Context: an optimization exercise on an open-source flow, tuned for small area, a short achievable clock period and few clock cycles. The choices shown serve that exercise and are no tape-out recipe.
RTL that was checked went through simulation tests only; none was proved equivalent to the original.
Power and IR drop assume default switching activity.

==> job 6666: inputs <==
==> flow/design.v (excerpt) <==
module cpu_top (
    input  logic        clk,
    input  logic        rst_n,
    output logic [31:0] mem_addr,
    output logic [31:0] mem_wdata,
    output logic        mem_read,
    output logic        mem_write,
    input  logic [31:0] mem_rdata,
    input  logic        mem_ready,
    output logic        halted,
    output logic [7:0]  cpu_flags
);
    cpu_core u_core (
        .clk(clk), .rst_n(rst_n),
        .mem_addr(mem_addr), .mem_wdata(mem_wdata),
        .mem_read(mem_read), .mem_write(mem_write),
        .mem_rdata(mem_rdata), .mem_ready(mem_ready),
        .halted(halted), .cpu_flags(cpu_flags));
endmodule
clock: 11.0 ns
lec_check: 0
cap_margin: 20
cell_pad_in_sites_detail_placement: 1
cell_pad_in_sites_global_placement: 2
core_margin: 2
core_utilization: 30
place_density: 0.45
setup_slack_margin: 5
slew_margin: 20
run.sh (not shown) runs the stock make flow with config.mk's settings and CLKGATE_MAP_FILE= SYNTH_SCRIPT=/design/flow/synth_recipe.tcl, a recipe that flattens the netlist after the stock synthesis.
==> inputs of job 9301, as changes to job 6666 <==
--- a/flow/design.v
+++ b/flow/design.v
@@ -173,70 +173,87 @@
     output logic        mem_write,
     input  logic [31:0] mem_rdata,
     input  logic        mem_ready,
     output logic        halted,
     output logic [7:0]  cpu_flags
 );
-    logic [31:2] fa_q;           
+    logic [31:2] fpc_q;
     logic [3:0]  flags_q;        
     logic        halted_q;
     logic        r_ld, r_st, r_br, r_rw, r_fw, r_halt;
-    logic [4:0]  r_rb, r_rd;         
+    logic [4:0]  r_rs1, r_rb, r_rd;
     logic [18:0] r_imm;
     logic [2:0]  r_cc;
     logic        r_add, r_sub, r_and, r_or, r_xor, r_not;
     logic        r_shl, r_shr, r_sar, r_set, r_li, r_useimm, r_pred;
-    logic [31:2] r_alt;          
     logic        x_ld, x_st, x_br, x_rw, x_fw, x_halt;
     logic [4:0]  x_rd;
     logic [31:0] x_a, x_b;
-    logic        x_cond;         
+    logic [7:0]  x_tt;           
     logic        x_add, x_sub, x_and, x_or, x_xor, x_not;
     logic        x_shl, x_shr, x_sar, x_set, x_pass;
+    logic [31:2] x_alt;          
     logic [31:0] bx, sum, res, shin, shr_v, shout, x_wd;
-    logic        cout, alu_c, alu_v, fz, fn, redirect;
-    logic [3:0]  flags_n;
+    logic        cout, alu_c, alu_v, fz, fn, tt_bit, redirect;
     assign bx = x_sub ? ~x_b : x_b;
     cpu_ksadd #(.W(32)) u_add (.a(x_a), .b(bx), .cin(x_sub), .s(sum), .cout(cout));
     assign alu_c = x_add ? cout : (x_sub & ~cout);
     assign alu_v = (x_add | x_sub) & (x_a[31] == bx[31]) & (sum[31] != x_a[31]);
     always_comb begin
         for (int k = 0; k < 32; k++)
             shin[k] = x_shl ? x_a[31-k] : x_a[k];
         shr_v = 32'($signed({x_sar & x_a[31], shin}) >>> x_b[4:0]);
         for (int k = 0; k < 32; k++)
             shout[k] = x_shl ? shr_v[31-k] : shr_v[k];
     end
+    assign tt_bit = x_tt[flags_q[2:0]];
     assign res = ({32{x_add | x_sub}}        & sum)
                | ({32{x_and}}                & (x_a & x_b))
                | ({32{x_or}}                 & (x_a | x_b))
                | ({32{x_xor}}                & (x_a ^ x_b))
                | ({32{x_not}}                & ~x_a)
                | ({32{x_shl | x_shr | x_sar}} & shout)
                | ({32{x_pass}}               & x_b)
-               | {31'd0, x_set & x_cond};
+               | {31'd0, x_set & tt_bit};
     assign fz = (res == 32'd0);
     assign fn = res[31];
-    assign flags_n = x_fw ? {alu_v, fn, fz, alu_c} : flags_q;
     assign x_wd     = x_ld ? mem_rdata : res;
-    assign redirect = x_br & x_cond;
-    logic        x_mem, halt_c, adv;
+    assign redirect = x_br & tt_bit;
+    logic        x_mem, halt_c, adv, r_take;
+    logic [31:2] fa, fa1, tgt;
+    logic [11:0] tlo;
+    logic        tc;
+    logic [31:14] hi_inc, hi_dec, thi;
+    cpu_ksadd #(.W(12)) u_tlo (.a(fpc_q[13:2]), .b(r_imm[11:0]), .cin(1'b0),
+                               .s(tlo), .cout(tc));
+    cpu_inc #(.W(18)) u_hinc (.a(fpc_q[31:14]), .s(hi_inc));
+    cpu_dec #(.W(18)) u_hdec (.a(fpc_q[31:14]), .s(hi_dec));
+    always_comb begin
+        case ({r_imm[11], tc})
+            2'b01:   thi = hi_inc;
+            2'b10:   thi = hi_dec;
+            default: thi = fpc_q[31:14];
+        endcase
+    end
+    assign tgt = {thi, tlo};
     assign x_mem  = x_ld | x_st;
     assign halt_c = halted_q | x_halt;
     assign adv    = mem_ready & ~halt_c;
-    assign mem_addr  = (x_mem | redirect) ? (x_mem ? x_a : {x_b[31:2], 2'b00})
-                                          : {fa_q, 2'b00};
+    assign r_take = r_br & r_pred;
+    assign fa     = redirect ? x_alt : (r_take ? tgt : fpc_q);
+    cpu_inc #(.W(30)) u_finc (.a(fa), .s(fa1));
+    assign mem_addr  = x_mem ? x_a : {fa, 2'b00};
     assign mem_wdata = x_b;
     assign mem_read  = ~halt_c & ~x_st;
-    assign mem_write = x_st;
+    assign mem_write = x_st & ~halted_q;
     assign halted    = halt_c;
     assign cpu_flags = {4'd0, flags_q};
     logic [5:0]  op;
     logic        d_ld, d_st, d_br, d_rw, d_fw, d_halt;
     logic        d_add, d_sub, d_and, d_or, d_xor, d_not;
-    logic        d_shl, d_shr, d_sar, d_set, d_li, d_useimm, d_pred;
+    logic        d_shl, d_shr, d_sar, d_set, d_li, d_useimm;
     assign op = mem_rdata[31:26];
     always_comb begin
         d_add = (op == 6'h00) || (op == 6'h0D);
         d_sub = (op == 6'h01) || (op == 6'h0B) || (op == 6'h0E) || (op == 6'h0F);
         d_and = (op == 6'h02);
         d_or  = (op == 6'h03);
@@ -252,126 +269,113 @@
         d_br  = (op[5:3] == 3'b100);
         d_set = (op[5:3] == 3'b110) && (op[2:1] != 2'b11);
         d_halt = (op == 6'h3E);
         d_fw  = (op[5:4] == 2'b00) && (op[3:0] != 4'h8) && (op[3:0] != 4'h9) &&
                 (op[3:0] != 4'hA);
         d_rw  = (d_fw && (op != 6'h0B) && (op != 6'h0F)) || d_ld || d_li || d_set;
-        d_pred = d_br && ((op[2:0] == 3'd0) || mem_rdata[11]);
     end
-    logic [31:2] fq1, xb1, pc4, tgt;
-    logic [11:0] tlo;
-    logic        tc;
-    logic [31:14] hi_inc, hi_dec, thi;
-    cpu_inc #(.W(30)) u_fq1 (.a(fa_q), .s(fq1));
-    cpu_inc #(.W(30)) u_xb1 (.a(x_b[31:2]), .s(xb1));
-    assign pc4 = redirect ? xb1 : fq1;
-    cpu_ksadd #(.W(12)) u_tlo (.a(pc4[13:2]), .b(mem_rdata[11:0]), .cin(1'b0),
-                               .s(tlo), .cout(tc));
-    cpu_inc #(.W(18)) u_hinc (.a(pc4[31:14]), .s(hi_inc));
-    cpu_dec #(.W(18)) u_hdec (.a(pc4[31:14]), .s(hi_dec));
-    always_comb begin
-        case ({mem_rdata[11], tc})
-            2'b01:   thi = hi_inc;
-            2'b10:   thi = hi_dec;
-            default: thi = pc4[31:14];
-        endcase
-    end
-    assign tgt = {thi, tlo};
     logic [31:0] rf_a, rf_b, imm32, a_n, b_n;
     logic        fwd_a, fwd_b;
-    logic        cb, cs, cond_n;
+    logic [7:0]  tt_n;
     cpu_regfile u_regfile (
-        .clk       (clk),
-        .rst_n     (rst_n),
+        .clk     (clk),
+        .rst_n   (rst_n),
         .sel_en    (adv & ~x_mem),
         .raddr_a_n (mem_rdata[18:14]),
         .raddr_b_n (d_st ? mem_rdata[23:19] : mem_rdata[13:9]),
-        .waddr     (x_rd),
-        .we        (x_rw),
-        .wdata     (x_wd),
-        .rdata_a   (rf_a),
-        .rdata_b   (rf_b)
+        .waddr   (x_rd),
+        .we      (x_rw),
+        .wdata   (x_wd),
+        .rdata_a (rf_a),
+        .rdata_b (rf_b)
     );
-    assign fwd_a = x_rw && (x_rd == r_imm[18:14]);
+    assign fwd_a = x_rw && (x_rd == r_rs1);
     assign fwd_b = x_rw && (x_rd == r_rb);
     assign imm32 = r_li ? {13'd0, r_imm} : {{20{r_imm[11]}}, r_imm[11:0]};
     assign a_n   = fwd_a ? x_wd : rf_a;
-    assign b_n   = r_br ? {r_alt, 2'b00} :
-                   (r_useimm | r_li) ? imm32 : (fwd_b ? x_wd : rf_b);
+    assign b_n   = (r_useimm | r_li) ? imm32 : (fwd_b ? x_wd : rf_b);
     always_comb begin
-        case (r_cc)
-            3'd0: cb = 1'b1;
-            3'd1: cb = flags_n[1];
-            3'd2: cb = ~flags_n[1];
-            3'd3: cb = flags_n[0];
-            3'd4: cb = ~flags_n[0];
-            3'd5: cb = flags_n[2];
-            3'd6: cb = ~flags_n[2];
-            default: cb = flags_n[2] | flags_n[1];
-        endcase
-        case (r_cc)
-            3'd0: cs = flags_n[1];
-            3'd1: cs = ~flags_n[1];
-            3'd2: cs = flags_n[2];
-            3'd3: cs = ~flags_n[2];
-            3'd4: cs = flags_n[2] | flags_n[1];
-            default: cs = ~flags_n[2] & ~flags_n[1];
-        endcase
-        cond_n = r_set ? cs : (cb ^ r_pred);
+        for (int f = 0; f < 8; f++) begin
+            logic c, z, n, cb, cs;
+            c = f[0]; z = f[1]; n = f[2];
+            case (r_cc)
+                3'd0: cb = 1'b1;
+                3'd1: cb = z;
+                3'd2: cb = ~z;
+                3'd3: cb = c;
+                3'd4: cb = ~c;
+                3'd5: cb = n;
+                3'd6: cb = ~n;
+                default: cb = n | z;
+            endcase
+            case (r_cc)
+                3'd0: cs = z;
+                3'd1: cs = ~z;
+                3'd2: cs = n;
+                3'd3: cs = ~n;
+                3'd4: cs = n | z;
+                default: cs = ~n & ~z;
+            endcase
+            tt_n[f] = r_set ? cs : (cb ^ r_pred);
+        end
     end
     always_ff @(posedge clk or negedge rst_n) begin
         if (!rst_n) begin
-            fa_q     <= 30'h0000_2000;      
+            fpc_q    <= 30'h0000_2000;      
             flags_q  <= 4'd0;
             halted_q <= 1'b0;
             r_ld <= 1'b0; r_st <= 1'b0; r_br <= 1'b0;
             r_rw <= 1'b0; r_fw <= 1'b0; r_halt <= 1'b0;
             x_ld <= 1'b0; x_st <= 1'b0; x_br <= 1'b0;
             x_rw <= 1'b0; x_fw <= 1'b0; x_halt <= 1'b0;
         end else begin
             if (x_halt)
                 halted_q <= 1'b1;
-            flags_q <= flags_n;
+            if (x_fw)
+                flags_q <= {alu_v, fn, fz, alu_c};
             if (adv) begin
                 if (redirect) begin
                     x_ld <= 1'b0; x_st <= 1'b0; x_br <= 1'b0;
                     x_rw <= 1'b0; x_fw <= 1'b0; x_halt <= 1'b0;
                 end else begin
                     x_ld <= r_ld; x_st <= r_st; x_br <= r_br;
                     x_rw <= r_rw; x_fw <= r_fw; x_halt <= r_halt;
                 end
                 if (x_mem) begin
                     r_ld <= 1'b0; r_st <= 1'b0; r_br <= 1'b0;
                     r_rw <= 1'b0; r_fw <= 1'b0; r_halt <= 1'b0;
+                    fpc_q <= fa;
                 end else begin
                     r_ld <= d_ld; r_st <= d_st; r_br <= d_br;
                     r_rw <= d_rw; r_fw <= d_fw; r_halt <= d_halt;
-                    fa_q <= d_pred ? tgt : pc4;
+                    fpc_q <= fa1;
                 end
             end
         end
     end
     always_ff @(posedge clk) begin
         if (adv) begin
             x_rd   <= r_rd;
             x_a    <= a_n;
             x_b    <= b_n;
-            x_cond <= cond_n;
+            x_tt   <= tt_n;
             x_add  <= r_add;
             x_sub  <= r_sub;
             x_and  <= r_and;
             x_or   <= r_or;
             x_xor  <= r_xor;
             x_not  <= r_not;
             x_shl  <= r_shl;
             x_shr  <= r_shr;
             x_sar  <= r_sar;
             x_set  <= r_set;
             x_pass <= r_li;
+            x_alt  <= r_pred ? fpc_q : tgt;
         end
         if (adv && !x_mem) begin
+            r_rs1    <= mem_rdata[18:14];
             r_rb     <= d_st ? mem_rdata[23:19] : mem_rdata[13:9];
             r_rd     <= mem_rdata[23:19];
             r_imm    <= mem_rdata[18:0];
             r_cc     <= op[2:0];
             r_add    <= d_add;
             r_sub    <= d_sub;
@@ -382,14 +386,13 @@
             r_shl    <= d_shl;
             r_shr    <= d_shr;
             r_sar    <= d_sar;
             r_set    <= d_set;
             r_li     <= d_li;
             r_useimm <= d_useimm;
-            r_pred   <= d_pred;
-            r_alt    <= d_pred ? pc4 : tgt;
+            r_pred   <= (op[2:0] == 3'd0) || mem_rdata[11];
         end
     end
 endmodule
 module cpu_top (
     input  logic        clk,
     input  logic        rst_n,
SETUP_SLACK_MARGIN = not set   (was 5)
==> inputs of job 3852, as changes to job 6666 <==
--- a/flow/design.v
+++ b/flow/design.v
@@ -69,41 +69,35 @@
         logic            write;
     } mem_req_t;
 endpackage
 module cpu_regfile (
     input  logic        clk,
     input  logic        rst_n,
-    input  logic        sel_en,
-    input  logic [4:0]  raddr_a_n,
-    input  logic [4:0]  raddr_b_n,
+    input  logic [4:0]  raddr_a,
+    input  logic [4:0]  raddr_b,
     input  logic [4:0]  waddr,
     input  logic        we,
     input  logic [31:0] wdata,
     output logic [31:0] rdata_a,
     output logic [31:0] rdata_b
 );
     logic [31:0] regs [32];
-    logic [31:0] vld, vld_n, wsel, sel_a, sel_b;
+    logic [31:0] vld;
+    logic [31:0] wsel, sel_a, sel_b;
     always_comb begin
-        for (int i = 0; i < 32; i++)
-            wsel[i] = we && (waddr == 5'(i));
+        for (int i = 0; i < 32; i++) begin
+            wsel[i]  = we && (waddr == 5'(i));
+            sel_a[i] = vld[i] && (raddr_a == 5'(i));
+            sel_b[i] = vld[i] && (raddr_b == 5'(i));
+        end
     end
-    assign vld_n = vld | wsel;
     always_ff @(posedge clk or negedge rst_n) begin
         if (!rst_n)
             vld <= '0;
         else
-            vld <= vld_n;
-    end
-    always_ff @(posedge clk) begin
-        if (sel_en) begin
-            for (int i = 0; i < 32; i++) begin
-                sel_a[i] <= vld_n[i] && (raddr_a_n == 5'(i));
-                sel_b[i] <= vld_n[i] && (raddr_b_n == 5'(i));
-            end
-        end
+            vld <= vld | wsel;
     end
     for (genvar i = 0; i < 32; i++) begin : g_reg
         always_ff @(posedge clk) begin
             if (wsel[i])
                 regs[i] <= wdata;
         end
@@ -189,35 +183,36 @@
     logic        x_ld, x_st, x_br, x_rw, x_fw, x_halt;
     logic [4:0]  x_rd;
     logic [31:0] x_a, x_b;
     logic        x_cond;         
     logic        x_add, x_sub, x_and, x_or, x_xor, x_not;
     logic        x_shl, x_shr, x_sar, x_set, x_pass;
-    logic [31:0] bx, sum, res, shin, shr_v, shout, x_wd;
-    logic        cout, alu_c, alu_v, fz, fn, redirect;
+    logic [31:0] bx, sum, res, res_o, shin, shr_v, shout, x_wd;
+    logic        cout, alu_c, alu_v, fz, fn, zs, redirect;
     logic [3:0]  flags_n;
     assign bx = x_sub ? ~x_b : x_b;
     cpu_ksadd #(.W(32)) u_add (.a(x_a), .b(bx), .cin(x_sub), .s(sum), .cout(cout));
     assign alu_c = x_add ? cout : (x_sub & ~cout);
     assign alu_v = (x_add | x_sub) & (x_a[31] == bx[31]) & (sum[31] != x_a[31]);
     always_comb begin
         for (int k = 0; k < 32; k++)
             shin[k] = x_shl ? x_a[31-k] : x_a[k];
         shr_v = 32'($signed({x_sar & x_a[31], shin}) >>> x_b[4:0]);
         for (int k = 0; k < 32; k++)
             shout[k] = x_shl ? shr_v[31-k] : shr_v[k];
     end
-    assign res = ({32{x_add | x_sub}}        & sum)
-               | ({32{x_and}}                & (x_a & x_b))
+    assign res_o = ({32{x_and}}              & (x_a & x_b))
                | ({32{x_or}}                 & (x_a | x_b))
                | ({32{x_xor}}                & (x_a ^ x_b))
                | ({32{x_not}}                & ~x_a)
                | ({32{x_shl | x_shr | x_sar}} & shout)
                | ({32{x_pass}}               & x_b)
                | {31'd0, x_set & x_cond};
-    assign fz = (res == 32'd0);
+    assign res = res_o | ({32{x_add | x_sub}} & sum);
+    assign zs = &(~((x_a ^ bx) ^ {x_a[30:0] | bx[30:0], x_sub}));
+    assign fz = (x_add | x_sub) ? zs : (res_o == 32'd0);
     assign fn = res[31];
     assign flags_n = x_fw ? {alu_v, fn, fz, alu_c} : flags_q;
     assign x_wd     = x_ld ? mem_rdata : res;
     assign redirect = x_br & x_cond;
     logic        x_mem, halt_c, adv;
     assign x_mem  = x_ld | x_st;
@@ -273,53 +268,58 @@
             2'b01:   thi = hi_inc;
             2'b10:   thi = hi_dec;
             default: thi = pc4[31:14];
         endcase
     end
     assign tgt = {thi, tlo};
-    logic [31:0] rf_a, rf_b, imm32, a_n, b_n;
+    logic [31:0] rf_a, rf_b, imm32, a_n, b_n, b_o;
     logic        fwd_a, fwd_b;
     logic        cb, cs, cond_n;
     cpu_regfile u_regfile (
         .clk       (clk),
         .rst_n     (rst_n),
-        .sel_en    (adv & ~x_mem),
-        .raddr_a_n (mem_rdata[18:14]),
-        .raddr_b_n (d_st ? mem_rdata[23:19] : mem_rdata[13:9]),
+        .raddr_a   (r_imm[18:14]),
+        .raddr_b   (r_rb),
         .waddr     (x_rd),
         .we        (x_rw),
         .wdata     (x_wd),
         .rdata_a   (rf_a),
         .rdata_b   (rf_b)
     );
     assign fwd_a = x_rw && (x_rd == r_imm[18:14]);
     assign fwd_b = x_rw && (x_rd == r_rb);
     assign imm32 = r_li ? {13'd0, r_imm} : {{20{r_imm[11]}}, r_imm[11:0]};
     assign a_n   = fwd_a ? x_wd : rf_a;
-    assign b_n   = r_br ? {r_alt, 2'b00} :
-                   (r_useimm | r_li) ? imm32 : (fwd_b ? x_wd : rf_b);
+    assign b_o   = r_br ? {r_alt, 2'b00} : ((r_useimm | r_li) ? imm32 : rf_b);
+    assign b_n   = (fwd_b & ~r_br & ~r_useimm & ~r_li) ? x_wd : b_o;
+    logic [7:0] tt;
     always_comb begin
-        case (r_cc)
-            3'd0: cb = 1'b1;
-            3'd1: cb = flags_n[1];
-            3'd2: cb = ~flags_n[1];
-            3'd3: cb = flags_n[0];
-            3'd4: cb = ~flags_n[0];
-            3'd5: cb = flags_n[2];
-            3'd6: cb = ~flags_n[2];
-            default: cb = flags_n[2] | flags_n[1];
-        endcase
-        case (r_cc)
-            3'd0: cs = flags_n[1];
-            3'd1: cs = ~flags_n[1];
-            3'd2: cs = flags_n[2];
-            3'd3: cs = ~flags_n[2];
-            3'd4: cs = flags_n[2] | flags_n[1];
-            default: cs = ~flags_n[2] & ~flags_n[1];
-        endcase
-        cond_n = r_set ? cs : (cb ^ r_pred);
+        for (int f = 0; f < 8; f++) begin
+            logic c, z, n;
+            c = f[0]; z = f[1]; n = f[2];
+            case (r_cc)
+                3'd0: cb = 1'b1;
+                3'd1: cb = z;
+                3'd2: cb = ~z;
+                3'd3: cb = c;
+                3'd4: cb = ~c;
+                3'd5: cb = n;
+                3'd6: cb = ~n;
+                default: cb = n | z;
+            endcase
+            case (r_cc)
+                3'd0: cs = z;
+                3'd1: cs = ~z;
+                3'd2: cs = n;
+                3'd3: cs = ~n;
+                3'd4: cs = n | z;
+                default: cs = ~n & ~z;
+            endcase
+            tt[f] = r_set ? cs : (cb ^ r_pred);
+        end
+        cond_n = x_fw ? tt[{fn, fz, alu_c}] : tt[flags_q[2:0]];
     end
     always_ff @(posedge clk or negedge rst_n) begin
         if (!rst_n) begin
             fa_q     <= 30'h0000_2000;      
             flags_q  <= 4'd0;
             halted_q <= 1'b0;
CORE_UTILIZATION = 50   (was 30)
PLACE_DENSITY = 0.6   (was 0.45)
TNS_END_PERCENT = 0   (was not set)
==> run notes <==
- The lowest clock skew belongs to job 3852, the highest to job 6666.
- Of job 6666 and job 9301, job 9301 has the higher clock power (gap about 1%, measured against job 9301).
- The highest maximum frequency belongs to job 3852, the lowest to job 9301.
- The lowest sequential cell count belongs to job 3852, the highest to job 9301.
- In job 6666 the routed wire length is larger than in job 3852, by about 19%.
- Setup slack: job 9301 < job 6666 < job 3852.
- The lowest combinational power belongs to job 9301, the highest to job 3852.
- In job 6666 the utilization is lower than in job 3852, by 21 points.
- Via count, lowest first: job 9301, job 6666, job 3852.
==> figures <==
| quantity | job 3852 | job 9301 | job 6666 |
|---|---|---|---|
| First-iteration detailed-routing DRC count | 13.33k | 7735 | 7916 |
| Global-route total usage across every layer | 51.36% | 35.65% | 36.53% |
| Switching share of power | 31.94% | 29.98% | 31.32% |
| RSZ-0062 raised after global routing | true | false | true |
| Via density per instance | 8.306 | 6.566 | 6.625 |
| First-pass GRT wire length | 463100 um | 521600 um | 535500 um |
| Status | complete, no violations | complete, no violations | complete, no violations |
| Sequential cell count | 1259 | 1330 | 1323 |
| Share of power burned in combinational logic | 22.0% | 16.5% | 19.1% |
| Fraction of the mapped netlist area in compound gates | 20.11% | 19.04% | 18.75% |
| Share of the synthesized netlist area taken by xor and xnor gates | 2.503% | 1.807% | 2.121% |
| Routed length on met1 | 121900 um | 160300 um | 162400 um |
| Capturing point of the worst reg2reg path | u_core.u_regfile.regs[20][3] | u_core.fpc_q[30] | u_core.x_cond |
| Fraction of area in multi-input gates | 34.81% | 31.12% | 31.69% |
| Number of cells on the worst reg-to-reg path | 10 | 19 | 16 |
| Via count | 58.71k | 54.30k | 55.53k |
| Antenna cells | 15 | 11 | 5 |
| Fraction of met2 tracks used by global routing | 67.91% | 58.04% | 58.56% |
| Largest net degree at the start of global routing | 59 | 73 | 65 |
| Drt pass-1 iters | 10 | 8 | 6 |
Testbench counts of job 3852, summed over its fixed seeds: cycles 32,066.
Only the layout flow was run in job 6666 and job 9301; the RTL was not checked for function there.

what the ideal ports hide:
The results above use ideal ports. As a check the final layouts listed here were re-extracted and re-timed, cells and wires unchanged.
Step 1 sets driving cells, clkbuf_16 on the clock port and buf_2 on the other inputs (assumed; they add their load-dependent delay and slew).
Step 2 moves the port delays by t, midway between the first and last clock arrival at a register: inputs arrive t later, outputs are due t later. That takes back most of the time a late clock gives input paths.
Slacks: ideal ports / drivers / drivers and shift; pairs: ideal ports / drivers.
| run | shift t [ns] | slack for setup (ns) | worst setup path after step 2 |
|---|---|---|---|
| job 6666 | 0.898 | 5.109 / 5.109 / 4.324 | input to register |
| job 9301 | 0.917 | 1.809 / 1.715 / 2.632 | register to output |
| job 3852 | 0.853 | 5.145 / 5.133 / 4.340 | input to register |
After both steps setup and hold are still met in every run listed. For job 3852, which loses most, drivers alone change the setup slack by -0.012 ns; drivers and shift together by -0.805 ns.
